This design comes from an exercise in tuning for small area, a short achievable clock period and few clock cycles per item on the open sky130 flow, not from production work.
In this exercise RTL edits were held to simulation tests only and were not proved equivalent to the original.
No activity file was given, so power comes from the tool's default toggle rates.

==> design.v <==
`default_nettype none
package nisf_pkg;
   localparam int SAMPLE_W = 16;
   localparam int COEF_BITS_DEF      = 24;
   localparam int COEF_FRAC_BITS_DEF = 16;
   localparam int CSR_INDEX_BITS = 3;
   localparam logic [CSR_INDEX_BITS-1:0] REG_DEN_LEAD   = 3'd0;
   localparam logic [CSR_INDEX_BITS-1:0] REG_DEN_FIRST  = 3'd1;
   localparam logic [CSR_INDEX_BITS-1:0] REG_DEN_SECOND = 3'd2;
   localparam logic [CSR_INDEX_BITS-1:0] REG_NUM_NOW    = 3'd3;
   localparam logic [CSR_INDEX_BITS-1:0] REG_NUM_FIRST  = 3'd4;
   localparam logic [CSR_INDEX_BITS-1:0] REG_NUM_SECOND = 3'd5;
   localparam logic OP_FILTER = 1'b0;
   localparam logic OP_FLUSH  = 1'b1;
   localparam int TERM_BITS = 3;
   localparam logic [TERM_BITS-1:0] TERM_NUM_NOW    = 3'd0;
   localparam logic [TERM_BITS-1:0] TERM_NUM_FIRST  = 3'd1;
   localparam logic [TERM_BITS-1:0] TERM_NUM_SECOND = 3'd2;
   localparam logic [TERM_BITS-1:0] TERM_DEN_FIRST  = 3'd3;
   localparam logic [TERM_BITS-1:0] TERM_DEN_SECOND = 3'd4;
   localparam logic [TERM_BITS-1:0] TERM_LAST       = TERM_DEN_SECOND;
   typedef struct packed {
      logic                       opcode;
      logic signed [SAMPLE_W-1:0] sample_in;
   } req_type;
   typedef struct packed {
      logic signed [SAMPLE_W-1:0] sample_out;
      logic                       saturated;
      logic                       div_error;
   } rsp_type;
   typedef struct packed {
      logic                 load;       
      logic                 mul_en;     
      logic [TERM_BITS-1:0] term;
      logic                 acc_en;     
      logic                 div_init;   
      logic                 div_step;   
      logic                 commit;     
      logic                 flush;      
   } dp_cmd_type;
   typedef struct packed {
      logic div_zero;
   } dp_status_type;
endpackage
`default_nettype wire
`default_nettype none
module normalized_iir_section_filter #(
   parameter int COEF_BITS      = 24,
   parameter int COEF_FRAC_BITS = 16
) (
   input  wire logic        clock,
   input  wire logic        reset,
   input  wire logic        req_valid,
   output logic             req_stall,
   input  wire logic [16:0] req_data,    
   output logic             rsp_valid,
   input  wire logic        rsp_stall,
   output logic [17:0]      rsp_data,    
   input  wire logic        csr_we,
   input  wire logic [2:0]  csr_index,
   input  wire logic [23:0] csr_wdata
);
   localparam int W = 42;    
   localparam logic signed [63:0] KHI = -(64'sd341 <<< 25);
   localparam logic signed [63:0] KLO = -(64'sd85 <<< 17);
   localparam logic [W-1:0] INIT4 = W'(64'sd4 * (KHI + KLO));
   localparam logic [W-1:0] INIT5 = W'(64'sd5 * (KHI + KLO));
   logic signed [23:0] c_a2, c_a3, c_b1, c_b2, c_b3;
   logic signed [24:0] a1n;    
   logic               a1s;    
   always_ff @(posedge clock) begin
      if (reset) begin
         a1n  <= -25'sd65536;
         a1s  <= 1'b0;
         c_a2 <= '0;
         c_a3 <= '0;
         c_b1 <= 24'h010000;
         c_b2 <= '0;
         c_b3 <= '0;
      end else if (csr_we) begin
         case (csr_index)
            3'd0: begin
               a1s <= csr_wdata[23];
               a1n <= csr_wdata[23] ? 25'(signed'(csr_wdata)) : -(25'(signed'(csr_wdata)));
            end
            3'd1: c_a2 <= csr_wdata;
            3'd2: c_a3 <= csr_wdata;
            3'd3: c_b1 <= csr_wdata;
            3'd4: c_b2 <= csr_wdata;
            3'd5: c_b3 <= csr_wdata;
            default: begin
            end
         endcase
      end
   end
   logic signed [26:0] nd3;
   wire  signed [26:0] nd1 = 27'(a1n);
   logic               dz;
   always_ff @(posedge clock) begin
      nd3 <= nd1 + (nd1 <<< 1);
      dz  <= (a1n == '0);
   end
   logic        xin_v, flush_pend;
   logic        pbusy, pdone, p_usem, p5, phl;
   logic [2:0]  pidx;
   logic [3:0]  lst;         
   logic        pend;        
   logic        mval, mz;    
   logic signed [15:0] xin, x0, x1, x2;
   logic signed [15:0] yh2;                 
   wire  signed [15:0] yh1 = rsp_data[17:2];    
   assign req_stall = xin_v | flush_pend;
   wire take    = req_valid & ~req_stall;
   wire take_x  = take & ~req_data[16];
   wire take_fl = take & req_data[16];
   wire commit  = pend & ~rsp_valid;
   wire fire_l0 = pdone & (lst == 4'd0) & (~pend | ~rsp_valid);
   wire p_start = xin_v & ~pbusy & (~pdone | fire_l0);
   wire idle    = ~pbusy & ~pdone & (lst == 4'd0) & ~pend & ~xin_v & ~rsp_valid;
   wire fl_do   = flush_pend & idle;
   wire inflt   = (lst != 4'd0) | pend | pdone;
   wire p_last  = pbusy & phl & (pidx == (p5 ? 3'd4 : 3'd3));
   always_ff @(posedge clock) begin
      if (reset) begin
         xin_v      <= 1'b0;
         flush_pend <= 1'b0;
         pbusy      <= 1'b0;
         pdone      <= 1'b0;
         lst        <= 4'd0;
         pend       <= 1'b0;
         mval       <= 1'b0;
         mz         <= 1'b1;
         rsp_valid  <= 1'b0;
      end else begin
         if (take_x) xin_v <= 1'b1;
         else if (p_start) xin_v <= 1'b0;
         if (take_fl) flush_pend <= 1'b1;
         else if (fl_do) flush_pend <= 1'b0;
         if (p_start) pbusy <= 1'b1;
         else if (p_last) pbusy <= 1'b0;
         if (p_last) pdone <= 1'b1;
         else if (fire_l0) pdone <= 1'b0;
         if (fire_l0) lst <= 4'd1;
         else if (lst == 4'd8) lst <= 4'd0;
         else if (lst != 4'd0) lst <= lst + 4'd1;
         if (lst == 4'd8) pend <= 1'b1;
         else if (commit) pend <= 1'b0;
         if (csr_we) mval <= 1'b0;
         else if (fire_l0) mval <= 1'b1;
         if (fl_do) mz <= 1'b1;
         else if (fire_l0) mz <= 1'b0;
         rsp_valid <= commit | (rsp_valid & rsp_stall);
      end
   end
   always_ff @(posedge clock) begin
      if (take_x) xin <= req_data[15:0];
   end
   always_ff @(posedge clock) begin
      if (reset || fl_do) begin
         x0 <= '0;
         x1 <= '0;
         x2 <= '0;
      end else if (p_start) begin
         x0 <= xin;
         x1 <= x0;
         x2 <= x1;
      end
   end
   always_ff @(posedge clock) begin
      if (p_start) begin
         pidx   <= 3'd0;
         phl    <= 1'b0;
         p_usem <= inflt | (~mz & mval);
         p5     <= ~inflt & ~mz & ~mval;
      end else if (pbusy) begin
         if (pidx == (p5 ? 3'd4 : 3'd3)) begin
            pidx <= 3'd0;
            phl  <= 1'b1;
         end else begin
            pidx <= pidx + 3'd1;
         end
      end
   end
   logic signed [23:0] op_c, nc_sel;
   logic        [4:0]  op_sel;
   logic signed [16:0] nv_sel;
   logic        [2:0]  n_idx;
   logic               n_hl, n_on;
   wire  signed [15:0] ya = ((lst != 4'd0) | pend) ? yh1 : yh2;
   logic               n_sub;
   always_comb begin
      n_on  = 1'b1;
      n_idx = pidx + 3'd1;
      n_hl  = phl;
      if (p_start) begin
         n_idx = 3'd0;
         n_hl  = 1'b0;
      end else if (!pbusy || p_last) begin
         n_on = 1'b0;
      end else if (pidx == (p5 ? 3'd4 : 3'd3)) begin
         n_idx = 3'd0;
         n_hl  = 1'b1;
      end
      case (n_idx)
         3'd0: begin nc_sel = c_b1; nv_sel = p_start ? 17'(xin) : 17'(x0); n_sub = 1'b0; end
         3'd1: begin nc_sel = c_b2; nv_sel = 17'(x1); n_sub = 1'b0; end
         3'd2: begin nc_sel = c_b3; nv_sel = 17'(x2); n_sub = 1'b0; end
         3'd3: begin nc_sel = c_a3; nv_sel = 17'(ya);  n_sub = 1'b1; end
         default: begin nc_sel = c_a2; nv_sel = 17'(yh1); n_sub = 1'b1; end
      endcase
   end
   logic [4:0] op_one, op_two, op_neg, n_one, n_two, n_neg;
   logic       op_on, op_on4, op_x16, n_x16;
   logic [18:0] bx;
   int          kb;
   always_comb begin
      bx = {nv_sel[16], nv_sel, 1'b0};
      n_one = '0;
      n_two = '0;
      n_neg = '0;
      n_x16 = 1'b0;
      for (int j = 0; j < 5; j++) begin
         kb = n_hl ? 2*j : 2*j + 8;
         if (n_on && (!n_hl || j < 4)) begin
            n_one[j] = bx[kb+1] ^ bx[kb];
            n_two[j] = (bx[kb+2] & ~bx[kb+1] & ~bx[kb])
                     | (~bx[kb+2] & bx[kb+1] & bx[kb]);
            n_neg[j] = (bx[kb+2] & ~(bx[kb+1] & bx[kb])) ^ (n_sub & (n_one[j] | n_two[j]));
         end
      end
      n_x16 = n_on & n_hl & (bx[17] ^ bx[16]) & (bx[17] ^ n_sub);
   end
   always_ff @(posedge clock) begin
      op_sel <= n_on ? (5'd1 << n_idx) : 5'd0;
      op_one <= n_one;
      op_two <= n_two;
      op_neg <= n_neg;
      op_on  <= n_on;
      op_on4 <= n_on & ~n_hl;
      op_x16 <= n_x16;
   end
   assign op_c = ({24{op_sel[0]}} & c_b1) | ({24{op_sel[1]}} & c_b2) | ({24{op_sel[2]}} & c_b3)
               | ({24{op_sel[3]}} & c_a3) | ({24{op_sel[4]}} & c_a2);
   logic [W-1:0] pp [5];
   logic [25:0]  bm;
   always_comb begin
      for (int j = 0; j < 5; j++) pp[j] = '0;
      for (int j = 0; j < 5; j++) begin
         bm = ({26{op_one[j]}} & {op_c[23], op_c[23], op_c}) | ({26{op_two[j]}} & {op_c[23], op_c, 1'b0});
         bm = bm ^ {26{op_neg[j]}};
         pp[j][2*j +: 25] = bm[24:0];
         pp[j][2*j + 25]  = ((j < 4) ? op_on : op_on4) & ~bm[25];
      end
      for (int j = 0; j < 4; j++) pp[j+1][2*j] = op_neg[j];
      pp[4][16] = pp[4][16] | op_x16;
   end
   logic [W-1:0] ps, pcy, ps_fb, pc_fb;
   wire p_first = pbusy & ~phl & (pidx == 3'd0);
   wire p_shift = pbusy & phl & (pidx == 3'd0);
   always_comb begin
      if (p_first) begin
         ps_fb = p5 ? INIT5 : INIT4;
         pc_fb = '0;
      end else if (p_shift) begin
         ps_fb = ps << 8;
         pc_fb = pcy << 8;
      end else begin
         ps_fb = ps;
         pc_fb = pcy;
      end
   end
   function automatic logic [2*W-1:0] csa(input logic [W-1:0] a, input logic [W-1:0] b,
                                          input logic [W-1:0] c);
      logic [W-1:0] s, k;
      s = a ^ b ^ c;
      k = (a & b) | (a & c) | (b & c);
      csa = {s, k << 1};
   endfunction
   logic [W-1:0] ta, tb, td, te, tf, tg, th, ti;
   logic [W-1:0] ps_n, pc_n;
   always_comb begin
      {ta, tb} = csa(ps_fb, pc_fb, pp[0]);
      {td, te} = csa(pp[1], pp[2], pp[3]);
      {tf, tg} = csa(ta, tb, td);
      {th, ti} = csa(tf, tg, te);
      {ps_n, pc_n} = csa(th, ti, pp[4]);
   end
   always_ff @(posedge clock) begin
      ps  <= ps_n;
      pcy <= pc_n;
   end
   logic [25:0]        rr;        
   logic [15:0]        lq;        
   logic               inv1;      
   logic               pre_r, frc_r, negr;
   wire [27:0]        t_op = {rr, lq[15:14]} ^ {28{inv1}};
   logic              cin;       
   wire signed [26:0] tu   = {1'b0, t_op[25:0]};
   wire signed [26:0] df1  = tu + nd1 + 27'(cin);
   wire signed [26:0] df2  = tu + (nd1 <<< 1) + 27'(cin);
   wire signed [26:0] df3  = tu + nd3 + 27'(cin);
   wire signed [26:0] df4  = tu + (nd1 <<< 2) + 27'(cin);
   wire [25:0]        df0  = t_op[25:0] + 26'(cin);
   wire               g1 = ~df1[26];
   wire               g2 = ~df2[26];
   wire               g3 = ~df3[26];
   wire               g4 = ~df4[26];
   wire [1:0]         dig = g3 ? 2'd3 : g2 ? 2'd2 : g1 ? 2'd1 : 2'd0;
   wire [25:0]        rnew = g3 ? df3[25:0] : g2 ? df2[25:0] : g1 ? df1[25:0] : df0;
   wire [13:0]        lo_abs = inv1 ? (14'd0 - lq[13:0]) : lq[13:0];
   logic signed [23:0] a2s;
   logic signed [25:0] a3s;
   always_ff @(posedge clock) begin
      if (lst == 4'd1) begin
         a2s <= c_a2 ^ {24{~neg_n}};
         a3s <= (26'(c_a2) + (26'(c_a2) <<< 1)) ^ {26{~neg_n}};
      end
   end
   function automatic logic [W-1:0] a2mul(input logic [1:0] e, input logic signed [23:0] a,
                                          input logic signed [25:0] a3, input logic lsb);
      logic [W-1:0] ax;
      ax = W'(a);
      case (e)
         2'd0:    a2mul = '0;
         2'd1:    a2mul = ax;
         2'd2:    a2mul = {ax[W-2:0], lsb};
         default: a2mul = W'(a3);
      endcase
   endfunction
   logic [W-1:0] mm;
   logic [1:0]   e_q, fc_r;
   logic         fo_r;
   wire          pre_n = (t_op[27:26] != 2'd0) | g4;
   wire          neg_n = inv1 ^ a1s;
   wire          posy = ~negr;
   wire          e_nz = (e_q != 2'd0);
   wire          dm  = (lst >= 4'd2);
   wire          xon = dm | p_usem;
   wire [W-1:0]  xm  = ((dm && lst != 4'd2) || (!dm && p_usem)) ? (mm << 2) : '0;
   wire [W-1:0]  xe  = a2mul(e_q & {2{xon}}, a2s, a3s, posy);
   wire          xci = xon & posy & e_nz;
   logic [W-1:0] s1, c1, s2, c2;
   always_comb begin
      {s1, c1} = csa(ps & {W{~dm}}, pcy & {W{~dm}}, xm);
      {s2, c2} = csa(s1, c1 | {{(W-1){1'b0}}, xci}, xe);
   end
   wire [W-1:0] acc = s2 + c2;
   always_ff @(posedge clock) begin
      if (fire_l0) begin
         rr   <= acc[W-1:16];
         lq   <= acc[15:0];
         inv1 <= acc[W-1];
         cin  <= acc[W-1] & (((s2[13:0] ^ c2[13:0]) ^ {s2[12:0] | c2[12:0], 1'b0}) == 14'd0);
      end else if (lst != 4'd0) begin
         rr   <= rnew;
         lq   <= {(lst == 4'd1) ? lo_abs : lq[13:0], dig};
         inv1 <= 1'b0;
         cin  <= 1'b0;
      end
      if (lst == 4'd1) begin
         pre_r <= pre_n;
         frc_r <= pre_n | g2;
         negr  <= neg_n;
      end
      if (reset || fl_do) begin
         mm <= '0;
      end else if (lst >= 4'd2) begin
         mm <= acc;
      end
      if (lst == 4'd1) begin
         e_q  <= dz ? 2'd0 : (pre_n | g2) ? (neg_n ? 2'd2 : 2'd1) : dig;
         fo_r <= dz | pre_n | g2;
         fc_r <= (dz | neg_n) ? 2'd0 : 2'd3;
      end else if (lst != 4'd0) begin
         e_q  <= fo_r ? fc_r : dig;
      end
   end
   logic [15:0] mag, yv;
   logic        sat;
   always_comb begin
      mag = frc_r ? (negr ? 16'h8000 : 16'h7fff) : lq;
      yv  = negr ? (16'd0 - mag) : mag;
      sat = negr ? (pre_r | (lq[15] & (lq[14:0] != 15'd0))) : frc_r;
      if (dz) begin
         yv  = '0;
         sat = 1'b0;
      end
   end
   always_ff @(posedge clock) begin
      if (reset || fl_do) begin
         rsp_data <= '0;
         yh2      <= '0;
      end else if (commit) begin
         rsp_data <= {yv, sat, dz};
         yh2      <= yh1;
      end
   end
endmodule
`default_nettype wire
==> run.sh <==
#!/bin/bash
# synth_recipe.tcl (not shown) runs the flow's synth.tcl, then flattens the netlist and writes it again
# the make line also repeats each setting of config.mk as NAME=value (left out here)
make -C /OpenROAD-flow-scripts/flow DESIGN_CONFIG=/design/flow/config.mk WORK_HOME=/design/flow/orfs CLKGATE_MAP_FILE= SYNTH_SCRIPT=/design/flow/synth_recipe.tcl finish
==> config.mk <==
export PLATFORM = sky130hd
export DESIGN_NAME = normalized_iir_section_filter
export DESIGN_NICKNAME = normalized_iir_section_filter
export VERILOG_FILES = /design/flow/design.v
export SDC_FILE = /design/flow/constraint.sdc
export NUM_CORES = 4
export LEC_CHECK = 0
export ABC_AREA = 1
export CAP_MARGIN = 20
export CORE_MARGIN = 2
export CORE_UTILIZATION = 50
export SETUP_SLACK_MARGIN = 5
export SLEW_MARGIN = 20
==> constraint.sdc <==
create_clock -name core_clock -period 9.0 [get_ports {clock}]
set_input_delay 1.8000 -clock core_clock [delete_from_list [all_inputs] [get_ports {clock}]]
set_output_delay 1.8000 -clock core_clock [all_outputs]
set_load 0.01 [all_outputs]
==> summary.md, run 1 <==
| Metric | Value |
|---|---|
| Outcome | timing/DRC/antenna clean |
| Unique masters post-synth | 73 |
| Setup crit end kind | flip-flop |
| Worst reg2reg setup slack | 4250 ps |
| Max-slew headroom | 20.52% |
| EDFF count, synth | 117 |
| Die height | 291.8 um |
| Register Area | 11,850 um^2 |
| CORE AREA | 81,980 um^2 |
| Diode count | 0 |
| Worst skew pair latency | 660 ps |
| PnR worst setup slack | 4247 ps |
| DRT antenna net count | 0 |
| Internal | 0.008580 W |
| Net Sw Frac | 48.07% |
| Die X-Extent | 291.8 um |
| Clock network fraction of total power | 16.7% |
| Top_reg_cell synth | dfxtp_1 |
| Hpwl dp | 107,400 um |
| Net Sw Power | 0.007942 W |
| Pre-CTS setup slack | 3498 ps |
| # fillers | 7,314 |
| Syn. warnings | 2 |
| Worst hold path class | flip-flop to flip-flop |
| Area Overhead vs Synth | 23.48% |
| Initial DRT Pass Iterations | 6 |
| TritonCTS buffer count | 66 |
| Max Used Layer | met4 |
| WL met2 | 64,020 um |
| LEAKAGE | 22.22 nW |
| Highest clock rate | 0.2104 GHz |
| Syn avg cell area | 7.704 um^2 |
| Final WL | 152,600 um |
| Mapped Area | 41,410 um^2 |
| Final period utilization | 52.81% |
| Cell taking the most area after synthesis | dfxtp_1 |
| Port bufs | 68 |
| Met3 WL | 14,350 um |
| Via density | 5.861 |
| CTS Buffer Depth | 3 |
| Register clock-pin slew on the reported worst setup and hold paths | 60 ps |
| Gate Count Post-Synth | 5,375 |
| Multi-input gate area | 28,890 um^2 |
| Total power | 0.01652 W |
| Ys async rst share | 0% |
| Largest cells by area after synthesis | dfxtp_1 (20%), fa_1 (10%), ha_1 (8.6%) |
| Syn nets | 5,924 |
| Maximum vdd ir drop | 0.2152 mV |
| FF+latch count, synth | 532 |
| Final core utilization | 62.37% |
| Vias in the first global route | 37,101 |
| WL met1 | 67,380 um |
| Routed len/inst | 22.66 um |
| Reg2reg start | lst[3] |
| Post-synth top area share | 20.06% |
| Final Wtd Congestion | 1.030 |
| Combinational share of power | 64.0% |
| Grt ovf | 0 |
| Critical path peak fanout | 7 |
| # IOs | 69 |
| Worst r2r path cells | 20 |
| Sequential share of power | 19.3% |
| Slew @ Worst Pin | 1191 ps |
| All-layer global routing usage | 33.83% |
| Starting DRT DRC Count | 4,436 |
| Antenna violations before repair | 1 |
| Hold Path End | x1[2] |
| FF-to-FF End | cin |
| Largest net degree at the start of global routing | 88 |
| Max-cap violations | 0 |
| Ratio of cells with drive above 1 in the final layout | 17.00% |
| Remaining DRCs | 0 |
| Vias post-DR | 39,475 |
| NumNets Final | 6,160 |
| Fin. Hold Viols | 0 |
| Hold wc startpoint | x0[2] |
| # hold bufs at CTS | 0 |
| WHS Path Cells | 2 |
| Pwr Density | 323.1 nW/um^2 |
| Starting Density | 50.51% |
| CTS root buf | clkbuf_16 |
| H-tree depth | 3 |
| Full die area | 85,140 um^2 |
| First-pass GRT wire length | 222,400 um |
| WP data required | 9500 ps |
| # clock sinks | 532 |
| Min Clock Period, post-route | 4753 ps |
| Unrepaired setup endpoints after global routing | yes |
| Setup_tns | 0 ps |
| Crit path DAT | 5250 ps |
| CTS tree | yes |
| Register area share after synthesis | 28.55% |
| Max Slew Vio Count | 0 |
| Final Setup Violations | 0 |
| Clock skew | 50.70 ps |
| Setup crit start kind | flip-flop |
| Crit Path Class | flip-flop to flip-flop |
| FP Rows | 105 |
## layout by cell type, fill, tap and decap left out, drive strengths merged, types with 214 or more instances in the layout
cell type,count
nand2,923
a21oi,517
inv,684
dfxtp,415
xor2,294
o21ai,452
fa,214
buf,301
nor2,412
ha,286
## per-layer routing
metal	track usage [%]	vias up
met3	5.320	373
li1	-	18390
met4	12.62	0
met5	0	-
met1	49.52	18874
met2	50.08	1838
## Yosys cell counts, drive strengths merged, types with 22 or more instances
cell type	number
nand2	922
inv	689
a21oi	517
o21ai	452
dfxtp	415
nor2	412
xor2	294
ha	286
fa	214
nand3	209
clkbuf	173
o22ai	147
edfxtp	117
xnor2	83
nor3	66
o211ai	62
nand4	52
buf	48
a31oi	34
a221oi	28
o21bai	23
or2	22
## metrics by stage
stage / hold slack [ps] / instance area [um^2] / std cells
6_report: 443.0 / 51130 / 6735
5_1_grt: 470.2 / 51130 / 6735
3_5_place_dp: 440.6 / 43190 / 6354
2_1_floorplan: 424.5 / 41670 / 5375
4_1_cts: 446.0 / 48170 / 6591
3_3_place_gp: 439.7 / 43190 / 6354
## final cells by class
type                       count  area share [%]
sequential                   532           23.18
inverter                     699           5.342
timing repair inverter         5         0.07830
tap                         1070           2.618
clock buffer                  92           3.658
clock inverter                30          0.7708
timing repair buffer         382           7.847
multi-input combinational   3925           56.50
## power by group through the flow
stage / logic, W / registers (W) / clock network (W)
global route: 0.0115 / 0.00320 / 0.00288
detailed placement: 0.00790 / 0.00321 / 0
global placement: 0.00786 / 0.00322 / 0
finish: 0.0106 / 0.00319 / 0.00276
CTS: 0.00949 / 0.00317 / 0.00279
floorplan: 0.00574 / 0.00303 / 0
## worst max-delay path by stage
| stage | start | endpoint | slack (ps) | cells past startpoint |
|---|---|---|---|---|
| 3_5_place_dp | lst[2] | rr[15] | 3500 | 24 |
| 2_1_floorplan | lst[2] | rr[20] | 4810 | 28 |
| 3_3_place_gp | lst[2] | rr[15] | 3530 | 24 |
| 5_1_grt | lst[3] | cin | 4050 | 31 |
| 4_1_cts | lst[0] | rr[17] | 4420 | 29 |
| 6_report | lst[3] | cin | 4250 | 20 |
## worst max-delay path, stage by stage (launching register included)
cell	delay, ps
dfxtp_4	360
nor2_4	130
inv_2	60
nor3_4	220
buf_12	170
inv_6	30
or2_4	310
nand2_8	180
inv_16	60
nand2_1	90
fa_1	390
inv_1	90
fa_2	470
ha_4	310
buf_6	150
o22ai_1	90
a221oi_1	260
o2111ai_1	170
a211oi_1	340
nand4_1	450
nor2_1	220
## state kept, by name, indices dropped and copies added, names as in the netlist, 16 cells and up
name,cells
xin,16
x2,16
a1n,25
pcy,39
x1,16
x0,16
rr,26
yh2,16
lq,16
ps,42
a2s,24
c_a2,24
mm,40
c_a3,24
a3s,24
c_b1,24
nd3,27
c_b2,24
rsp_data,18
c_b3,24
## cell families (layout without fill, tap and decap cells)
family	after synthesis	in the layout	synth area share, %
other	1	1	0.009056
flip-flops	532	532	28.55
AND/OR/NAND/NOR	1710	1712	17.57
XOR/XNOR	377	377	8.110
AO/OA/AOI/OAI	1335	1335	18.17
adder cells (fa/ha/maj)	500	500	18.99
buffers and inverters	920	1208	8.605
## repair_timing
item                                   4_1_cts  5_1_grt
setup buffers                              105      130
cloned                                      10       14
endpoints found under the hold margin        0        0
pin swaps                                  111      180
setup endpoints to repair                  280      141
resized for setup                          355      356
Testbench counts, summed over its fixed seeds: cycles 28,928, items 3,072.
==> inputs of run 2 (changes only) <==
--- a/config.mk
+++ b/config.mk
@@ -10,3 +10,3 @@
 export CORE_MARGIN = 2
-export CORE_UTILIZATION = 50
+export CORE_UTILIZATION = 40
 export SETUP_SLACK_MARGIN = 5
==> summary.md, run 2 <==
| Metric | Value |
|---|---|
| Area Overhead vs Synth | 20.78% |
| FP Rows | 118 |
| Pwr Density | 318.1 nW/um^2 |
| Min Clock Period, post-route | 4732 ps |
| Grt ovf | 0 |
| Top post-synthesis cells by count | nand2_1 (908), inv_1 (676), a21oi_1 (514) |
| NumNets Final | 6,100 |
| Critical path peak fanout | 8 |
| Net Sw Power | 0.007574 W |
| Cell taking the most area after synthesis | dfxtp_1 |
| Pre-CTS setup slack | 3243 ps |
| # clock sinks | 532 |
| Max-slew headroom | 25.16% |
| Port bufs | 68 |
| Crit path DAT | 5100 ps |
| Ratio of cells with drive above 1 in the final layout | 14.45% |
| Full die area | 106,100 um^2 |
| CTS root buf | clkbuf_16 |
| Post-synth top area share | 20.06% |
| # hold bufs at CTS | 0 |
| Unrepaired setup endpoints after global routing | yes |
| First-pass GRT wire length | 221,200 um |
| PnR worst setup slack | 4268 ps |
| Largest net degree at the start of global routing | 122 |
| Clock network fraction of total power | 16.8% |
| Sequential share of power | 19.7% |
| Final Wtd Congestion | 0.9655 |
| Unique masters post-synth | 73 |
| Die X-Extent | 325.8 um |
| Worst hold path class | flip-flop to flip-flop |
| Final core utilization | 48.53% |
| Vias in the first global route | 36,931 |
| Outcome | timing/DRC/antenna clean |
| Combinational share of power | 63.5% |
| Hpwl dp | 108,400 um |
| Gate Count Post-Synth | 5,375 |
| Top_reg_cell synth | dfxtp_1 |
| Worst skew pair latency | 640 ps |
| Die height | 325.8 um |
| Vias post-DR | 38,268 |
| # IOs | 69 |
| Ys async rst share | 0% |
| Register clock-pin slew on the reported worst setup and hold paths | 60 ps |
| DRT antenna net count | 0 |
| Largest regs | ps: 42 flops, mm: 40 flops, pcy: 39 flops |
| Crit Path Class | flip-flop to flip-flop |
| Syn. warnings | 2 |
| Commonest cells after routing, fill and taps aside | nand2_1 (867), inv_1 (648), a21oi_1 (471) |
| Routed len/inst | 21.08 um |
| Net Sw Frac | 47.61% |
| Mapped Area | 41,410 um^2 |
| Internal | 0.008335 W |
| Setup crit start kind | flip-flop |
| Largest cells by area after synthesis | dfxtp_1 (20%), fa_1 (10%), ha_1 (8.6%) |
| CORE AREA | 103,100 um^2 |
| Antenna violations before repair | 1 |
| H-tree depth | 3 |
| FF-to-FF End | rr[17] |
| Worst reg2reg setup slack | 4270 ps |
| Via density | 5.478 |
| Maximum vdd ir drop | 0.2142 mV |
| Final Setup Violations | 0 |
| Setup_tns | 0 ps |
| Syn nets | 5,924 |
| Max Slew Vio Count | 0 |
| Final WL | 147,200 um |
| TritonCTS buffer count | 66 |
| Syn avg cell area | 7.704 um^2 |
| LEAKAGE | 21.58 nW |
| # fillers | 10,056 |
| EDFF count, synth | 117 |
| Starting DRT DRC Count | 3,174 |
| Initial DRT Pass Iterations | 6 |
| Total power | 0.01591 W |
| Crit path capture | rr[17] |
| Most common cell after layout, fill and taps aside | nand2_1 |
| Largest Register | ps |
| CTS Buffer Depth | 3 |
| Max reg flops | 42 |
| Highest clock rate | 0.2113 GHz |
| Max-cap violations | 0 |
| WP data required | 9370 ps |
| Remaining DRCs | 0 |
| Slew @ Worst Pin | 1121 ps |
| Starting Density | 40.18% |
| Most frequent cell after synthesis | nand2_1 |
| Worst r2r path cells | 26 |
| Final period utilization | 52.58% |
| Setup crit end kind | flip-flop |
| All-layer global routing usage | 26.73% |
| Reg2reg start | lst[0] |
| Register area share after synthesis | 28.55% |
| Clock skew | 42.76 ps |
| FF+latch count, synth | 532 |
| CTS tree | yes |
| Critical path origin | lst[0] |
| Fin. Hold Viols | 0 |
-- run 2: through the flow --
step                      area, um^2  hold slack [ps]  cells
after CTS                      48250            442.5   6896
final                          50020            441.9   6986
after floorplan                41670            424.5   5375
after global routing           50010            455.8   6984
after detailed placement       43620            437.5   6668
after global placement         43620            435.5   6668
-- run 2: power by group through the flow --
stage / registers (W) / clock network, W / logic [W]
floorplan: 0.00303 / 0 / 0.00574
global placement: 0.00316 / 0 / 0.00788
detailed placement: 0.00316 / 0 / 0.00797
CTS: 0.00312 / 0.00271 / 0.00938
global route: 0.00316 / 0.00280 / 0.0111
finish: 0.00314 / 0.00267 / 0.0101
-- run 2: final cells by class --
cell class                 instances  area [um^2]  share of cell area (%)
multi-input combinational       3925        28340                   56.67
sequential                       532        11840                   23.67
timing repair buffer             321         3149                   6.296
inverter                         699         2733                   5.463
clock buffer                      91         1869                   3.737
tap                             1380         1727                   3.452
clock inverter                    30        297.8                  0.5954
timing repair inverter             6        52.55                  0.1051
antenna                            2        5.005                 0.01001
-- run 2: worst max-delay path, cell delays in order, from the launching register on --
cell and delay [ps]:
dfxtp_4 350, inv_4 40, ha_4 150, nor3_4 230, bufinv_16 200, or2_4 290, nand2_8 190, buf_4 160
nor2_2 40, fa_1 460, fa_1 570, ha_4 240, a21oi_1 130, inv_1 80, a31oi_2 170, nand2_1 110
nand3_1 100, o211ai_1 100, buf_4 170, a21oi_4 130, o21bai_2 110, nand2_1 110, nand2_1 60, nand2_1 70
nand2_2 60, nand2_1 60, nand2_1 50
-- run 2: per-layer routing --
metal	vias to the layer above	wire, um	track usage [%]
met5	-	0	0
li1	18298	-	-
met1	18376	62490	35.03
met3	310	8904	3.587
met4	0	7402	11.19
met2	1284	68450	44.30
-- run 2: timing repair --
item / in CTS / in global routing
resized for setup: 306 / 225
endpoints found under the setup margin: 150 / 195
buffers inserted: 97 / 79
pin swaps: 93 / 84
gates cloned: 10 / 9
-- run 2: cells by family after synthesis --
family                     after synthesis  share of synthesized area [%]
DFF                                    532                          28.55
AOI/OAI and AO/OA                     1335                          18.17
xor gates and xnor gates               377                          8.110
adders and majority gates              500                          18.99
buffers and inverters                  920                          8.605
other                                    1                       0.009056
and+or+nand+nor                       1710                          17.57
-- run 2: worst min-delay path by stage --
stage / cells past startpoint / to / startpoint / slack (ps)
global placement: 2 / x1[5] / x0[5] / 440
CTS: 2 / x1[5] / x0[5] / 440
detailed placement: 2 / x1[6] / x0[6] / 440
floorplan: 2 / x1[10] / x0[10] / 420
global route: 2 / x1[14] / x0[14] / 460
finish: 2 / x1[5] / x0[5] / 440
==> inputs of run 3 (changes only) <==
--- a/design.v
+++ b/design.v
@@ -102,3 +102,3 @@
    end
-   logic        xin_v, flush_pend;
+   logic        stall_r, flush_pend;
    logic        pbusy, pdone, p_usem, p5, phl;
@@ -108,6 +108,6 @@
    logic        mval, mz;    
-   logic signed [15:0] xin, x0, x1, x2;
+   logic signed [15:0] x0, x1, x2;
    logic signed [15:0] yh2;                 
    wire  signed [15:0] yh1 = rsp_data[17:2];    
-   assign req_stall = xin_v | flush_pend;
+   assign req_stall = stall_r;
    wire take    = req_valid & ~req_stall;
@@ -117,4 +117,4 @@
    wire fire_l0 = pdone & (lst == 4'd0) & (~pend | ~rsp_valid);
-   wire p_start = xin_v & ~pbusy & (~pdone | fire_l0);
-   wire idle    = ~pbusy & ~pdone & (lst == 4'd0) & ~pend & ~xin_v & ~rsp_valid;
+   wire p_start = take_x;
+   wire idle    = ~pbusy & ~pdone & (lst == 4'd0) & ~pend & ~rsp_valid;
    wire fl_do   = flush_pend & idle;
@@ -122,5 +122,12 @@
    wire p_last  = pbusy & phl & (pidx == (p5 ? 3'd4 : 3'd3));
+   wire       fp_n    = take_fl | (flush_pend & ~fl_do);
+   wire       pbusy_n = p_start | (pbusy & ~p_last);
+   wire       pdone_n = p_last | (pdone & ~fire_l0);
+   wire [3:0] lst_n   = fire_l0 ? 4'd1 : (lst == 4'd8) ? 4'd0 : (lst != 4'd0) ? lst + 4'd1 : 4'd0;
+   wire       pend_n  = (lst == 4'd8) | (pend & ~commit);
+   wire       rspv_n  = commit | (rsp_valid & rsp_stall);
+   wire       rdy_n   = ~fp_n & ~pbusy_n & (~pdone_n | ((lst_n == 4'd0) & (~pend_n | ~rspv_n)));
    always_ff @(posedge clock) begin
       if (reset) begin
-         xin_v      <= 1'b0;
+         stall_r    <= 1'b0;
          flush_pend <= 1'b0;
@@ -134,15 +141,8 @@
       end else begin
-         if (take_x) xin_v <= 1'b1;
-         else if (p_start) xin_v <= 1'b0;
-         if (take_fl) flush_pend <= 1'b1;
-         else if (fl_do) flush_pend <= 1'b0;
-         if (p_start) pbusy <= 1'b1;
-         else if (p_last) pbusy <= 1'b0;
-         if (p_last) pdone <= 1'b1;
-         else if (fire_l0) pdone <= 1'b0;
-         if (fire_l0) lst <= 4'd1;
-         else if (lst == 4'd8) lst <= 4'd0;
-         else if (lst != 4'd0) lst <= lst + 4'd1;
-         if (lst == 4'd8) pend <= 1'b1;
-         else if (commit) pend <= 1'b0;
+         stall_r    <= ~rdy_n;
+         flush_pend <= fp_n;
+         pbusy      <= pbusy_n;
+         pdone      <= pdone_n;
+         lst        <= lst_n;
+         pend       <= pend_n;
          if (csr_we) mval <= 1'b0;
@@ -151,3 +151,3 @@
          else if (fire_l0) mz <= 1'b0;
-         rsp_valid <= commit | (rsp_valid & rsp_stall);
+         rsp_valid  <= rspv_n;
       end
@@ -155,5 +155,2 @@
    always_ff @(posedge clock) begin
-      if (take_x) xin <= req_data[15:0];
-   end
-   always_ff @(posedge clock) begin
       if (reset || fl_do) begin
@@ -163,3 +160,3 @@
       end else if (p_start) begin
-         x0 <= xin;
+         x0 <= req_data[15:0];
          x1 <= x0;
@@ -204,3 +201,3 @@
       case (n_idx)
-         3'd0: begin nc_sel = c_b1; nv_sel = p_start ? 17'(xin) : 17'(x0); n_sub = 1'b0; end
+         3'd0: begin nc_sel = c_b1; nv_sel = p_start ? 17'(signed'(req_data[15:0])) : 17'(x0); n_sub = 1'b0; end
          3'd1: begin nc_sel = c_b2; nv_sel = 17'(x1); n_sub = 1'b0; end
@@ -336,5 +333,16 @@
    wire          e_nz = (e_q != 2'd0);
-   wire          dm  = (lst >= 4'd2);
-   wire          xon = dm | p_usem;
-   wire [W-1:0]  xm  = ((dm && lst != 4'd2) || (!dm && p_usem)) ? (mm << 2) : '0;
+   logic         dm, xmon, xon;
+   wire          usem_n = p_start ? (inflt | (~mz & mval)) : p_usem;
+   always_ff @(posedge clock) begin
+      if (reset) begin
+         dm   <= 1'b0;
+         xmon <= 1'b0;
+         xon  <= 1'b0;
+      end else begin
+         dm   <= (lst_n >= 4'd2);
+         xmon <= (lst_n >= 4'd3) | ((lst_n < 4'd2) & usem_n);
+         xon  <= (lst_n >= 4'd2) | usem_n;
+      end
+   end
+   wire [W-1:0]  xm  = xmon ? (mm << 2) : '0;
    wire [W-1:0]  xe  = a2mul(e_q & {2{xon}}, a2s, a3s, posy);
@@ -366,3 +374,3 @@
          mm <= '0;
-      end else if (lst >= 4'd2) begin
+      end else if (dm) begin
          mm <= acc;
==> summary.md, run 3 <==
| Metric | Value |
|---|---|
| Syn. warnings | 2 |
| Die X-Extent | 325.7 um |
| Cell taking the most area after synthesis | dfxtp_1 |
| Maximum vdd ir drop | 0.2007 mV |
| Final period utilization | 46.34% |
| Starting DRT DRC Count | 3,757 |
| Largest cells by area after synthesis | dfxtp_1 (20%), fa_1 (10%), nand2_1 (9.1%) |
| Most frequent cell after synthesis | nand2_1 |
| NumNets Final | 6,298 |
| Combinational share of power | 67.0% |
| # IOs | 69 |
| TritonCTS buffer count | 61 |
| Largest regs | ps: 42 flops, mm: 40 flops, pcy: 39 flops |
| Port bufs | 68 |
| Vias post-DR | 39,451 |
| Critical path origin | dm |
| Worst hold path class | flip-flop to flip-flop |
| FF+latch count, synth | 519 |
| Routed len/inst | 21.26 um |
| Largest family of logic cells by synthesized area | adder cells |
| Unrepaired setup endpoints after global routing | yes |
| Ys async rst share | 0% |
| # clock sinks | 519 |
| Simple-gate share of the synthesized area | 18.58% |
| Internal | 0.009018 W |
| Final Setup Violations | 0 |
| Xor-xnor portion of the synthesized cell area | 8.470% |
| Pre-CTS setup slack | 3679 ps |
| Initial DRT Pass Iterations | 6 |
| Critical-path cell list | clkinvlp_4, buf_12, buf_12, nand2_1, fa_1, inv_1, fa_2, ha_4, nand2_1, nor2_2, inv_1, o21ai_2, a21oi_2, o21ai_2, a21oi_2, o21ai_2, xnor2_2, or2_0, nand2_1 |
| Register area share after synthesis | 27.51% |
| LEAKAGE | 22.60 nW |
| Setup crit start kind | flip-flop |
| Mux share of post-synthesis cell area | 0.04835% |
| CTS Buffer Depth | 3 |
| Setup_tns | 0 ps |
| Crit path DAT | 4560 ps |
| Hpwl dp | 108,600 um |
| Slew @ Worst Pin | 1400 ps |
| Worst skew pair latency | 700 ps |
| Min Clock Period, post-route | 4171 ps |
| CTS root buf | clkbuf_16 |
| Post-synth top area share | 20.26% |
| Fin. Hold Viols | 0 |
| Crit path buf inv count | 5 |
| Pwr Density | 344.1 nW/um^2 |
| Most common cell after layout, fill and taps aside | nand2_1 |
| Final WL | 152,800 um |
| Synth Area in Compound Gates | 16.99% |
| Max Slew Vio Count | 0 |
| Unique masters post-synth | 65 |
| Antenna violations before repair | 2 |
| Top_reg_cell synth | dfxtp_1 |
| WP data required | 9390 ps |
| # fillers | 10,055 |
| Net Sw Power | 0.008778 W |
| Top post-synthesis cells by count | nand2_1 (1,005), inv_1 (760), nor2_1 (535) |
| Grt ovf | 0 |
| Gate Count Post-Synth | 5,536 |
| Max-slew headroom | 6.555% |
| Crit Path Class | flip-flop to flip-flop |
| PnR worst setup slack | 4829 ps |
| Highest clock rate | 0.2398 GHz |
| Sequential share of power | 18.1% |
| Reg2reg start | dm |
| Setup crit end kind | flip-flop |
| Adder-cell share of the synthesized area | 18.96% |
| Die height | 325.7 um |
| Slowest-stage cell, CP | dfxtp_4 |
| Register clock-pin slew on the reported worst setup and hold paths | 60 ps |
| Via density | 5.489 |
| CORE AREA | 103,100 um^2 |
| Remaining DRCs | 0 |
| Hold WS | 455.8 ps |
| Max reg flops | 42 |
| DRT antenna net count | 0 |
| Syn avg cell area | 7.479 um^2 |
| Commonest cells after routing, fill and taps aside | nand2_1 (965), inv_1 (693), nor2_1 (492) |
| # hold bufs at CTS | 0 |
| Ratio of cells with drive above 1 in the final layout | 16.99% |
| CP top delay family | adder cells |
| CTS tree | yes |
| Max-cap violations | 0 |
| Syn nets | 6,084 |
| Outcome | timing/DRC/antenna clean |
| Largest Register | ps |
| Final Wtd Congestion | 0.9723 |
| EDFF count, synth | 100 |
| Critical path peak fanout | 16 |
| H-tree depth | 2 |
| Area Overhead vs Synth | 24.90% |
| First-pass GRT wire length | 224,300 um |
| Mapped Area | 41,400 um^2 |
| Clock skew | 69.09 ps |
| Hold wc startpoint | x0[8] |
| Full die area | 106,100 um^2 |
| FP Rows | 118 |
| All-layer global routing usage | 27.12% |
| Crit path largest cell delay | 500 ps |
| Net Sw Frac | 49.32% |
| Starting Density | 40.18% |
| Largest net degree at the start of global routing | 101 |
| Clock network fraction of total power | 15.0% |
| Vias in the first global route | 37,185 |
## run 3: worst paths after layout
| kind | endpoint | slack [ps] | depth (start not counted) |
|---|---|---|---|
| max | rr[14] | 4830 | 19 |
| min | x1[8] | 460 | 2 |
| max reg2reg | rr[14] | 4830 | 19 |
| min reg2reg | x1[8] | 460 | 2 |
## run 3: tightest hold or removal path, cell delays in order, from the launching register on
cell	delay, ps
dfxtp_1	300
nand2_1	60
a21oi_1	50
## run 3: through the flow
step | instance area, um^2 | std cells | power, W | utilization [%]
3_3_place_gp | 43480 | 6826 | 0.01226 | 42.19
3_5_place_dp | 43480 | 6826 | 0.01233 | 42.19
6_report | 51720 | 7187 | 0.01780 | 50.18
4_1_cts | 48330 | 7052 | 0.01613 | 46.90
2_1_floorplan | 41520 | 5536 | 0.009666 | -
5_1_grt | 51700 | 7182 | 0.01909 | 50.17
## run 3: kinds of logic (layout without fill, tap and decap cells)
family | after synthesis | in the layout
and+or+nand+nor | 1872 | 1874
AOI/OAI and AO/OA | 1239 | 1239
buffers and inverters | 1007 | 1271
DFF | 519 | 519
adders and majority gates | 499 | 499
xor gates and xnor gates | 397 | 397
muxes | 2 | 2
other | 1 | 6
## run 3: routing by layer
metal,vias up,GRT usage (%),part of all wire (%)
met4,2,7.774,3.6
met5,-,0,0.0085
met1,18926,39.22,44
met2,1672,42.14,44
met3,295,3.641,8.9
li1,18556,-,-
## run 3: final cells by class
type / count / area, um^2 / share of cell area (%)
multi-input cells: 4012 / 29330 / 56.72
flip-flops and latches: 519 / 11400 / 22.05
repair buffers: 367 / 4025 / 7.783
inverters: 784 / 3022 / 5.843
clock buffers: 90 / 1810 / 3.501
well taps: 1380 / 1727 / 3.339
clock inverters: 25 / 346.6 / 0.6702
repair inverters: 5 / 35.03 / 0.06774
diodes: 5 / 12.51 / 0.02419
## run 3: repair_timing
action | 4_1_cts | 5_1_grt
gates resized for setup | 331 | 460
endpoints found under the setup margin | 251 | 212
endpoints found under the hold margin | 0 | 0
gates cloned | 17 | 17
pin swaps | 76 | 200
setup buffers | 94 | 111
## run 3: power by group through the flow
stage               combinational, W  sequential, W  clock, W
floorplan                    0.00664        0.00303         0
global placement             0.00904        0.00321         0
detailed placement           0.00913        0.00320         0
CTS                           0.0103        0.00318   0.00270
global route                  0.0131        0.00323   0.00279
finish                        0.0119        0.00321   0.00267
Testbench counts of run 3, summed over its fixed seeds: cycles 28,864, items 3,072.
==> inputs of run 4 (changes only) <==
--- a/design.v
+++ b/design.v
@@ -333,21 +333,10 @@
    wire          e_nz = (e_q != 2'd0);
-   logic         dm, xmon, xon;
-   wire          usem_n = p_start ? (inflt | (~mz & mval)) : p_usem;
-   always_ff @(posedge clock) begin
-      if (reset) begin
-         dm   <= 1'b0;
-         xmon <= 1'b0;
-         xon  <= 1'b0;
-      end else begin
-         dm   <= (lst_n >= 4'd2);
-         xmon <= (lst_n >= 4'd3) | ((lst_n < 4'd2) & usem_n);
-         xon  <= (lst_n >= 4'd2) | usem_n;
-      end
-   end
-   wire [W-1:0]  xm  = xmon ? (mm << 2) : '0;
-   wire [W-1:0]  xe  = a2mul(e_q & {2{xon}}, a2s, a3s, posy);
-   wire          xci = xon & posy & e_nz;
+   wire  [W-1:0] mm_n = ((lst == 4'd2) ? {W{1'b0}} : (mm << 2))
+                        + a2mul(e_q, a2s, a3s, posy) + {{(W-1){1'b0}}, posy & e_nz};
+   wire [W-1:0] xm  = p_usem ? (mm << 2) : '0;
+   wire [W-1:0] xe  = a2mul(e_q & {2{p_usem}}, a2s, a3s, posy);
+   wire         xci = p_usem & posy & e_nz;
    logic [W-1:0] s1, c1, s2, c2;
    always_comb begin
-      {s1, c1} = csa(ps & {W{~dm}}, pcy & {W{~dm}}, xm);
+      {s1, c1} = csa(ps, pcy, xm);
       {s2, c2} = csa(s1, c1 | {{(W-1){1'b0}}, xci}, xe);
@@ -374,4 +363,4 @@
          mm <= '0;
-      end else if (dm) begin
-         mm <= acc;
+      end else if (lst >= 4'd2) begin
+         mm <= mm_n;
       end
--- a/config.mk
+++ b/config.mk
@@ -11,2 +11,3 @@
 export CORE_UTILIZATION = 40
+export PLACE_DENSITY = 0.8
 export SETUP_SLACK_MARGIN = 5
==> summary.md, run 4 <==
| Metric | Value |
|---|---|
| Outcome | timing/DRC/antenna clean |
| WP data required | 9340 ps |
| Vias in the first global route | 39,991 |
| Gate Count Post-Synth | 5,853 |
| Initial DRT Pass Iterations | 7 |
| Sequential share of power | 18.4% |
| Mux share of post-synthesis cell area | 0.2997% |
| Critical-path cell list | buf_6, nor2_4, clkinvlp_4, buf_6, o221ai_4, nand2_1, inv_1, fa_2, ha_4, a21oi_4, a21boi_4, o21ai_4, buf_4, o21ai_0, o31ai_1 |
| FF+latch count, synth | 516 |
| Worst reg2reg setup slack | 4820 ps |
| Register clock-pin slew on the reported worst setup and hold paths | 70 ps |
| Worst r2r path cells | 15 |
| Clock network fraction of total power | 13.8% |
| Port bufs | 68 |
| Syn avg cell area | 7.418 um^2 |
| FP Rows | 120 |
| Syn nets | 6,441 |
| Die height | 333.5 um |
| Xor-xnor portion of the synthesized cell area | 8.083% |
| WP depth | 15 |
| Adder-cell share of the synthesized area | 19.23% |
| Largest net degree at the start of global routing | 143 |
| Routed len/inst | 20.63 um |
| Highest clock rate | 0.2393 GHz |
| Syn. warnings | 2 |
| Final period utilization | 46.43% |
| Clock skew | 89.38 ps |
| NumNets Final | 6,600 |
| GR Layer Usage met2 | 41.02% |
| TritonCTS buffer count | 59 |
| Worst skew pair latency | 710 ps |
| Internal | 0.008960 W |
| Largest regs | ps: 42 flops, mm: 40 flops, pcy: 39 flops |
| CTS root buf | clkbuf_16 |
| Hpwl dp | 113,400 um |
| CTS Buffer Depth | 3 |
| Grt ovf | 0 |
| Combinational share of power | 67.8% |
| Slowest-stage cell, CP | o21ai_0 |
| Crit path DAT | 4510 ps |
| Largest Register | ps |
| Diode count | 0 |
| Largest family of logic cells by synthesized area | adder cells |
| All-layer global routing usage | 26.34% |
| Crit Path Class | flip-flop to flip-flop |
| # hold bufs at CTS | 0 |
| Most frequent CP cell | buf_6 |
| WHS Path Cells | 2 |
| Final core utilization | 47.92% |
| Most common cell after layout, fill and taps aside | nand2_1 |
| Max-cap violations | 0 |
| # IOs | 69 |
| Most crowded layer after global routing | met2 |
| Commonest cells after routing, fill and taps aside | nand2_1 (992), inv_1 (841), a21oi_1 (518) |
| Crit path largest cell delay | 600 ps |
| Hold WS | 458.8 ps |
| Full die area | 111,200 um^2 |
| Die X-Extent | 333.5 um |
| Starting Density | 40.45% |
| Most frequent cell after synthesis | nand2_1 |
| CORE AREA | 107,400 um^2 |
| Max-slew headroom | 24.79% |
| Unique masters post-synth | 69 |
| CTS tree | yes |
| Setup_tns | 0 ps |
| CP top delay family | compound AO/OA/AOI/OAI gates |
| Cell taking the most area after synthesis | dfxtp_1 |
| Fin. Hold Viols | 0 |
| DRT antenna net count | 0 |
| Unrepaired setup endpoints after global routing | yes |
| Synth Area in Compound Gates | 18.90% |
| Mapped Area | 43,420 um^2 |
| EDFF count, synth | 101 |
| Post-synth top area share | 19.13% |
| Starting DRT DRC Count | 5,256 |
| Ratio of cells with drive above 1 in the final layout | 11.09% |
| Net Sw Frac | 50.72% |
| Top post-synthesis cells by count | nand2_1 (1,018), inv_1 (874), a21oi_1 (547) |
| Max reg flops | 42 |
| Setup crit end kind | flip-flop |
| First-pass GRT wire length | 230,500 um |
| Final Wtd Congestion | 1.052 |
| Register area share after synthesis | 26.12% |
| Worst hold path class | flip-flop to flip-flop |
| Area Overhead vs Synth | 18.49% |
| Pwr Density | 353.4 nW/um^2 |
| LEAKAGE | 22.78 nW |
| Setup crit start kind | flip-flop |
| Remaining DRCs | 0 |
| Crit path buf inv count | 5 |
| Slew @ Worst Pin | 1127 ps |
| Max Slew Vio Count | 0 |
| Antenna violations before repair | 0 |
| Min Clock Period, post-route | 4179 ps |
| H-tree depth | 2 |
| Critical path peak fanout | 6 |
| Final WL | 154,000 um |
| Ys async rst share | 0% |
| GR Util met3 | 5.146% |
| Largest cells by area after synthesis | dfxtp_1 (19%), fa_1 (9.9%), ha_1 (9.4%) |
| Via density | 5.703 |
| Simple-gate share of the synthesized area | 17.48% |
| Maximum vdd ir drop | 0.2496 mV |
| # clock sinks | 516 |
| Top_reg_cell synth | dfxtp_1 |
| Vias post-DR | 42,570 |
| Net Sw Power | 0.009223 W |
| Final Setup Violations | 0 |
| Met1 Use GR | 35.37% |
[run 4: path summary, 6_finish.rpt]
path,from,end
worst max-delay path,e_q[1],lq[9]
worst min-delay path,x0[14],x1[14]
worst max register to register,e_q[1],lq[9]
worst min register to register,x0[14],x1[14]
[run 4: timing repair]
item,CTS,global route
endpoints found under the setup margin,136,201
gates resized for setup,189,224
buffers inserted,71,109
pin swaps,38,91
cloned,9,9
[run 4: power by group through the flow]
stage | clock network (W) | logic, W | registers, W
2_1_floorplan | 0 | 0.00752 | 0.00313
3_3_place_gp | 0 | 0.0100 | 0.00333
3_5_place_dp | 0 | 0.0103 | 0.00334
4_1_cts | 0.00252 | 0.0111 | 0.00329
5_1_grt | 0.00262 | 0.0135 | 0.00336
6_report | 0.00250 | 0.0123 | 0.00335
[run 4: logic make-up after synthesis]
family          Yosys count
buf+inv                1112
fa+ha+maj               539
other cells               1
simple gates           1852
compound gates         1433
xor+xnor                387
mux                      13
flops                   516
[run 4: cell type report]
cell class / instances / area, um^2
clock buffers: 84 / 1734
clock inverters: 27 / 277.8
fillers: 10031 / 55910
inverters: 898 / 3440
multi-input cells: 4228 / 29680
flip-flops and latches: 516 / 11350
well taps: 1403 / 1755
repair buffers: 306 / 3187
repair inverters: 3 / 22.52
[run 4: per-layer routing]
layer  vias to the layer above  wire length, um  share of wire [%]
met5                         -                0                  0
met4                         0             7868                5.1
met1                     20178            62250                 40
li1                      19656                -                  -
met2                      2284            67700                 44
met3                       452            16190                 11
[run 4: stage by stage]
step	cell area (um^2)	instances	power, W	setup slack [ps]
finish	51450	7465	0.01818	4821
global route	51450	7465	0.01946	4789
global placement	45450	7156	0.01335	3915
floorplan	43550	5853	0.01066	4990
detailed placement	45450	7156	0.01359	3882
CTS	49330	7347	0.01688	4962
[run 4: worst reg2reg max path: stages (launching register included)]
cell and delay, ps:
edfxtp_1 460, buf_6 160, nor2_4 150, clkinvlp_4 250, buf_6 200, o221ai_4 250
nand2_1 90, inv_1 70, fa_2 490, ha_4 280, a21oi_4 170, a21boi_4 230
o21ai_4 90, buf_4 140, o21ai_0 600, o31ai_1 180
Testbench counts of run 4, summed over its fixed seeds: cycles 28,864, items 3,072.
==> inputs of run 5 (changes only) <==
--- a/config.mk
+++ b/config.mk
@@ -11,4 +11,4 @@
 export CORE_UTILIZATION = 40
-export PLACE_DENSITY = 0.8
 export SETUP_SLACK_MARGIN = 5
 export SLEW_MARGIN = 20
+export TNS_END_PERCENT = 0
==> summary.md, run 5 <==
| Metric | Value |
|---|---|
| H-tree depth | 3 |
| Setup_tns | 0 ps |
| Adder-cell share of the synthesized area | 19.23% |
| Vias in the first global route | 38,524 |
| Most common cell after layout, fill and taps aside | nand2_1 |
| Register Area | 11,350 um^2 |
| Via density | 5.518 |
| Slew @ Worst Pin | 1083 ps |
| Largest family of logic cells by synthesized area | adder cells |
| Vias post-DR | 40,779 |
| Critical path peak fanout | 8 |
| Hpwl dp | 119,500 um |
| CORE AREA | 107,400 um^2 |
| Clock skew | 52.59 ps |
| Unique masters post-synth | 69 |
| Clock network fraction of total power | 15.9% |
| Commonest cells after routing, fill and taps aside | nand2_1 (1,004), inv_1 (858), a21oi_1 (532) |
| CTS root buf | clkbuf_16 |
| Largest Register | ps |
| Most frequent cell after synthesis | nand2_1 |
| Syn. warnings | 2 |
| Worst hold path class | flip-flop to flip-flop |
| Crit path largest cell delay | 470 ps |
| Register area share after synthesis | 26.12% |
| Xor-xnor portion of the synthesized cell area | 8.083% |
| Final Setup Violations | 0 |
| Largest cells by area after synthesis | dfxtp_1 (19%), fa_1 (9.9%), ha_1 (9.4%) |
| TritonCTS buffer count | 68 |
| Die height | 333.5 um |
| Max-slew headroom | 27.54% |
| Final Wtd Congestion | 1.032 |
| Slowest-stage cell, CP | edfxtp_1 |
| Min Clock Period, post-route | 4161 ps |
| # clock sinks | 516 |
| CP top delay family | compound AO/OA/AOI/OAI gates |
| Remaining DRCs | 0 |
| Cell taking the most area after synthesis | dfxtp_1 |
| # IOs | 69 |
| # fillers | 10,803 |
| Fin area | 49,850 um^2 |
| Outcome | timing/DRC/antenna clean |
| Full die area | 111,200 um^2 |
| Largest net degree at the start of global routing | 106 |
| Sequential share of power | 18.8% |
| Area Overhead vs Synth | 14.81% |
| Fin. Hold Viols | 0 |
| # hold bufs at CTS | 0 |
| Final period utilization | 46.23% |
| NumNets Final | 6,521 |
| Max-cap violations | 0 |
| Multi-input gate area | 28,800 um^2 |
| Final WL | 156,700 um |
| Starting DRT DRC Count | 3,766 |
| Mux share of post-synthesis cell area | 0.2997% |
| Synth Area in Compound Gates | 18.90% |
| Max Slew Vio Count | 0 |
| FP Rows | 120 |
| CTS tree | yes |
| LEAKAGE | 22.24 nW |
| Unrepaired setup endpoints after global routing | yes |
| CTS Buffer Depth | 3 |
| Critical-path cell list | buf_6, nor2_4, clkinv_8, buf_8, o221ai_4, nand2_1, inv_1, fa_1, ha_4, a21oi_4, nand2_2, a21boi_4, o21ai_4, a21oi_2, buf_4, buf_4, o21ai_4, a21oi_1, xor2_1, o22ai_1 |
| PnR worst setup slack | 4839 ps |
| Gate Count Post-Synth | 5,853 |
| Mapped Area | 43,420 um^2 |
| Maximum vdd ir drop | 0.2629 mV |
| Crit Path Class | flip-flop to flip-flop |
| Top post-synthesis cells by count | nand2_1 (1,018), inv_1 (874), a21oi_1 (547) |
| Pre-CTS setup slack | 3921 ps |
| Die X-Extent | 333.5 um |
| Setup crit start kind | flip-flop |
| Register clock-pin slew on the reported worst setup and hold paths | 60 ps |
| Syn avg cell area | 7.418 um^2 |
| Combinational share of power | 65.3% |
| Setup crit end kind | flip-flop |
| Post-synth top area share | 19.13% |
| Top_reg_cell synth | dfxtp_1 |
| Antenna violations before repair | 2 |
| Initial DRT Pass Iterations | 6 |
| Starting Density | 40.45% |
| First-pass GRT wire length | 234,800 um |
| FF+latch count, synth | 516 |
| All-layer global routing usage | 27.41% |
| Diode count | 0 |
| Placed inst area | 45,450 um^2 |
| DRT antenna net count | 0 |
| WP data required | 9340 ps |
| Syn nets | 6,441 |
| Ratio of cells with drive above 1 in the final layout | 8.335% |
| Crit path DAT | 4510 ps |
| Net Sw Power | 0.008994 W |
| Port bufs | 68 |
| Worst skew pair latency | 660 ps |
| Grt ovf | 0 |
| Net Sw Frac | 50.49% |
| EDFF count, synth | 101 |
| Max reg flops | 42 |
| Ys async rst share | 0% |
| Crit path buf inv count | 6 |
| Routed len/inst | 21.20 um |
| Largest regs | ps: 42 flops, mm: 40 flops, pcy: 39 flops |
| Final core utilization | 46.44% |
| Highest clock rate | 0.2403 GHz |
| Internal | 0.008819 W |
| Pwr Density | 357.3 nW/um^2 |
| Simple-gate share of the synthesized area | 17.48% |
==> run 5: cell types whose count changed in the layout (fill, tap and decap cells not counted), moves of 14 or more <==
| cell | change |
|---|---|
| buf_12 | -22 |
| a21oi_1 | +14 |
| a221oi_4 | -17 |
| a221oi_1 | +18 |
| inv_1 | +17 |
| buf_4 | -54 |
| inv_2 | -14 |
==> run 5: kinds of logic after synthesis <==
family	count (synthesis)
AO/OA/AOI/OAI	1433
XOR/XNOR	387
adder cells (fa/ha/maj)	539
buffers and inverters	1112
flip-flops	516
multiplexers	13
other	1
AND/OR/NAND/NOR	1852
==> run 5: layout make-up <==
cell class	count	area share (%)
timing repair buffer	221	4.397
clock buffer	87	3.737
sequential	516	22.77
multi-input combinational	4226	57.77
timing repair inverter	2	0.03012
inverter	898	6.882
tap	1403	3.521
clock inverter	37	0.8885
==> run 5: what timing repair did <==
item / 4_1_cts / 5_1_grt
gates resized for setup: 132 / 121
setup buffers: 35 / 47
pin swaps: 13 / 42
cloned: 8 / 4
endpoints found under the setup margin: 129 / 186
==> run 5: per-layer routing <==
layer	wire length, um	vias up	track usage (%)
met4	6108	2	9.916
met1	68640	19367	37.80
li1	-	19521	-
met5	16	-	0
met3	12720	279	4.727
met2	69180	1610	42.95
==> run 5: final timing paths <==
path         cells after the start  endpoint     start  slack [ps]
min reg2reg                      2  c_b1[13]  c_b1[13]         460
max reg2reg                     20    rr[13]    e_q[0]        4840
max                             20    rr[13]    e_q[0]        4840
min                              2  c_b1[13]  c_b1[13]         460
==> run 5: tightest hold or removal path, stage by stage, from the launching register on <==
cell	delay, ps
dfxtp_1	290
inv_1	60
a21oi_1	60
==> run 5: per-stage QoR <==
stage	hold WS [ps]	total power, W	cells
floorplan	429.9	0.01065	5853
finish	460.6	0.01781	7390
detailed placement	450.1	0.01371	7172
global route	476.7	0.01923	7390
CTS	460.8	0.01704	7339
global placement	447.7	0.01366	7172
==> run 5: power groups by stage <==
stage	Combinational, W	Sequential (W)	Clock [W]
floorplan	0.00752	0.00313	0
global route	0.0129	0.00336	0.00297
finish	0.0116	0.00335	0.00283
global placement	0.0103	0.00337	0
detailed placement	0.0103	0.00337	0
CTS	0.0108	0.00332	0.00289
==> inputs of run 6 (changes only) <==
--- a/config.mk
+++ b/config.mk
@@ -13,2 +13,2 @@
 export SLEW_MARGIN = 20
-export TNS_END_PERCENT = 0
+export TNS_END_PERCENT = 5
==> summary.md, run 6 <==
| Metric | Value |
|---|---|
| Remaining DRCs | 0 |
| Syn avg cell area | 7.418 um^2 |
| Pwr Density | 357.2 nW/um^2 |
| Crit Path Class | flip-flop to flip-flop |
| Die height | 333.5 um |
| Total power | 0.01780 W |
| NumNets Final | 6,504 |
| WP data required | 9500 ps |
| CORE AREA | 107,400 um^2 |
| Largest regs | ps: 42 flops, mm: 40 flops, pcy: 39 flops |
| Ratio of cells with drive above 1 in the final layout | 8.342% |
| Antenna violations before repair | 3 |
| Slowest-stage cell, CP | fa_1 |
| Setup crit end kind | flip-flop |
| Grt ovf | 0 |
| CP top delay family | adder cells |
| Crit path largest cell delay | 610 ps |
| Starting Density | 40.45% |
| CTS root buf | clkbuf_16 |
| Most frequent cell after synthesis | nand2_1 |
| Gate Count Post-Synth | 5,853 |
| FF+latch count, synth | 516 |
| Full die area | 111,200 um^2 |
| Highest clock rate | 0.2427 GHz |
| CTS tree | yes |
| Final period utilization | 45.78% |
| Most frequent CP cell | fa_1 |
| CTS Buffer Depth | 3 |
| First-pass GRT wire length | 235,400 um |
| Setup_tns | 0 ps |
| Clock skew | 49.94 ps |
| H-tree depth | 3 |
| Cell taking the most area after synthesis | dfxtp_1 |
| # IOs | 69 |
| Slew @ Worst Pin | 1132 ps |
| Fin area | 49,830 um^2 |
| Routed len/inst | 21.20 um |
| Mapped Area | 43,420 um^2 |
| Hpwl dp | 119,500 um |
| Register clock-pin slew on the reported worst setup and hold paths | 50 ps |
| # clock sinks | 516 |
| Unique masters post-synth | 69 |
| Register area share after synthesis | 26.12% |
| TritonCTS buffer count | 68 |
| Placed inst area | 45,450 um^2 |
| Post-Place Cells | 7,172 |
| Top post-synthesis cells by count | nand2_1 (1,018), inv_1 (874), a21oi_1 (547) |
| FP Rows | 120 |
| Crit path buf inv count | 7 |
| Commonest cells after routing, fill and taps aside | nand2_1 (1,001), inv_1 (855), a21oi_1 (528) |
| Max-slew headroom | 24.26% |
| EDFF count, synth | 101 |
| Final core utilization | 46.42% |
| DRT antenna net count | 0 |
| Syn. warnings | 2 |
| # hold bufs at CTS | 0 |
| Maximum vdd ir drop | 0.2612 mV |
| LEAKAGE | 22.14 nW |
| Vias post-DR | 40,614 |
| Syn nets | 6,441 |
| Largest cells by area after synthesis | dfxtp_1 (19%), fa_1 (9.9%), ha_1 (9.4%) |
| Worst hold path class | flip-flop to flip-flop |
| Starting DRT DRC Count | 3,803 |
| Vias in the first global route | 38,614 |
| Largest Register | ps |
| Via density | 5.508 |
| Final std cells w/o fill | 7,374 |
| All-layer global routing usage | 27.48% |
| Max reg flops | 42 |
| Fin. Hold Viols | 0 |
| Outcome | timing/DRC/antenna clean |
| Unrepaired setup endpoints after global routing | yes |
| Crit path DAT | 4620 ps |
| Ys async rst share | 0% |
| Post-synth top area share | 19.13% |
| Top_reg_cell synth | dfxtp_1 |
| Final Wtd Congestion | 1.032 |
| Die X-Extent | 333.5 um |
| Critical-path cell list | inv_2, ha_1, nand3_2, buf_12, nor2_1, buf_6, clkinvlp_4, buf_12, o221ai_1, fa_1, inv_1, fa_1, fa_1, inv_1, fa_1 |
| Initial DRT Pass Iterations | 7 |
| Largest net degree at the start of global routing | 106 |
| Worst skew pair latency | 660 ps |
| Most common cell after layout, fill and taps aside | nand2_1 |
| Min Clock Period, post-route | 4120 ps |
| Max-cap violations | 0 |
| Setup crit start kind | flip-flop |
| Area Overhead vs Synth | 14.77% |
| Critical path peak fanout | 25 |
| Final Setup Violations | 0 |
| Final WL | 156,400 um |
| Port bufs | 68 |
| Max Slew Vio Count | 0 |
==> run 6: path summary, 6_finish.rpt <==
check / to / cells past startpoint / slack (ps) / start
setup reg to reg: ps[20] / 15 / 4880 / pidx[0]
hold / removal: c_b1[13] / 2 / 460 / c_b1[13]
setup / recovery: ps[20] / 15 / 4880 / pidx[0]
hold reg to reg: c_b1[13] / 2 / 460 / c_b1[13]
==> run 6: power breakdown <==
| part | switching, W | total [W] | internal (W) |
|---|---|---|---|
| sequential | 0.000448 | 0.00335 | 0.00290 |
| clock | 0.00117 | 0.00283 | 0.00166 |
| combinational | 0.00737 | 0.0116 | 0.00425 |
| total | 0.00899 | 0.0178 | 0.00881 |
==> run 6: worst min-delay path, cell delays in order (launching register included) <==
cell,delay (ps)
dfxtp_1,290
inv_1,60
a21oi_1,60
==> run 6: cell families after synthesis <==
| logic type | Yosys count | synth area share (%) |
|---|---|---|
| mux | 13 | 0.2997 |
| simple gates | 1852 | 17.48 |
| fa+ha+maj | 539 | 19.23 |
| other cells | 1 | 0.008636 |
| xor+xnor | 387 | 8.083 |
| buf+inv | 1112 | 9.878 |
| compound gates | 1433 | 18.90 |
| flops | 516 | 26.12 |
==> run 6: per-stage QoR <==
stage	setup slack [ps]	hold slack (ps)
2_1_floorplan	4822	429.9
3_3_place_gp	4006	447.7
3_5_place_dp	3921	450.1
4_1_cts	4915	460.8
5_1_grt	4751	476.7
6_report	4880	461.0
==> run 6: area by class of cell <==
cell class	count	area, um^2
Inverter	898	3426
Fill cell	10810	57520
Sequential cell	516	11350
Antenna cell	1	2.502
Timing Repair inverter	2	15.01
Timing Repair Buffer	204	2039
Tap cell	1403	1755
Clock buffer	87	1863
Clock inverter	37	442.9
Multi-Input combinational cell	4226	28940
==> run 6: per-layer routing <==
layer	vias up	GRT usage [%]	part of all wire, %
met2	1407	43.00	44
met5	-	0	0.0045
met3	262	4.942	7.7
met4	2	10.03	4.1
met1	19449	37.79	44
li1	19494	-	-
==> run 6: what timing repair did <==
action	4_1_cts	5_1_grt
gates resized for setup	157	115
setup endpoints to repair	129	182
cloned	8	4
endpoints found under the hold margin	0	0
pin swaps	26	26
setup buffers	40	25

[what the ideal ports hide]
The results above use ideal ports. As a check the final layouts listed here were re-extracted and re-timed, cells and wires unchanged. Step 1 assumes that a clkbuf_16 drives the clock port and a buf_2 every other input. Step 2, shift: input delay + t, output delay - t, t = (earliest + latest rising clock arrival at the registers) / 2. This alone moves slack from input paths to output paths. a / b / c = ideal / step 1 / step 2; a / b = the first two.
run | t, ns | slack for setup (ns) | hold slack, ns | worst setup path after step 2
run 1 | 0.707 | 4.247 / 4.247 / 4.247 | 0.443 / 0.443 / 0.443 | register to register
run 2 | 0.693 | 4.268 / 4.268 / 4.268 | 0.442 / 0.442 / 0.442 | register to register
run 3 | 0.738 | 4.829 / 4.829 / 4.499 | 0.456 / 0.456 / 0.456 | input to register
run 4 | 0.738 | 4.821 / 4.821 / 4.440 | 0.459 / 0.459 / 0.459 | input to register
run 5 | 0.709 | 4.839 / 4.839 / 4.300 | 0.461 / 0.461 / 0.461 | input to register
run 6 | 0.706 | 4.880 / 4.880 / 4.305 | 0.461 / 0.461 / 0.461 | input to register
After both steps setup and hold are still met in every run listed. For run 6, which loses most, drivers alone change the setup slack by 0.000 ns; drivers and shift together by -0.575 ns.
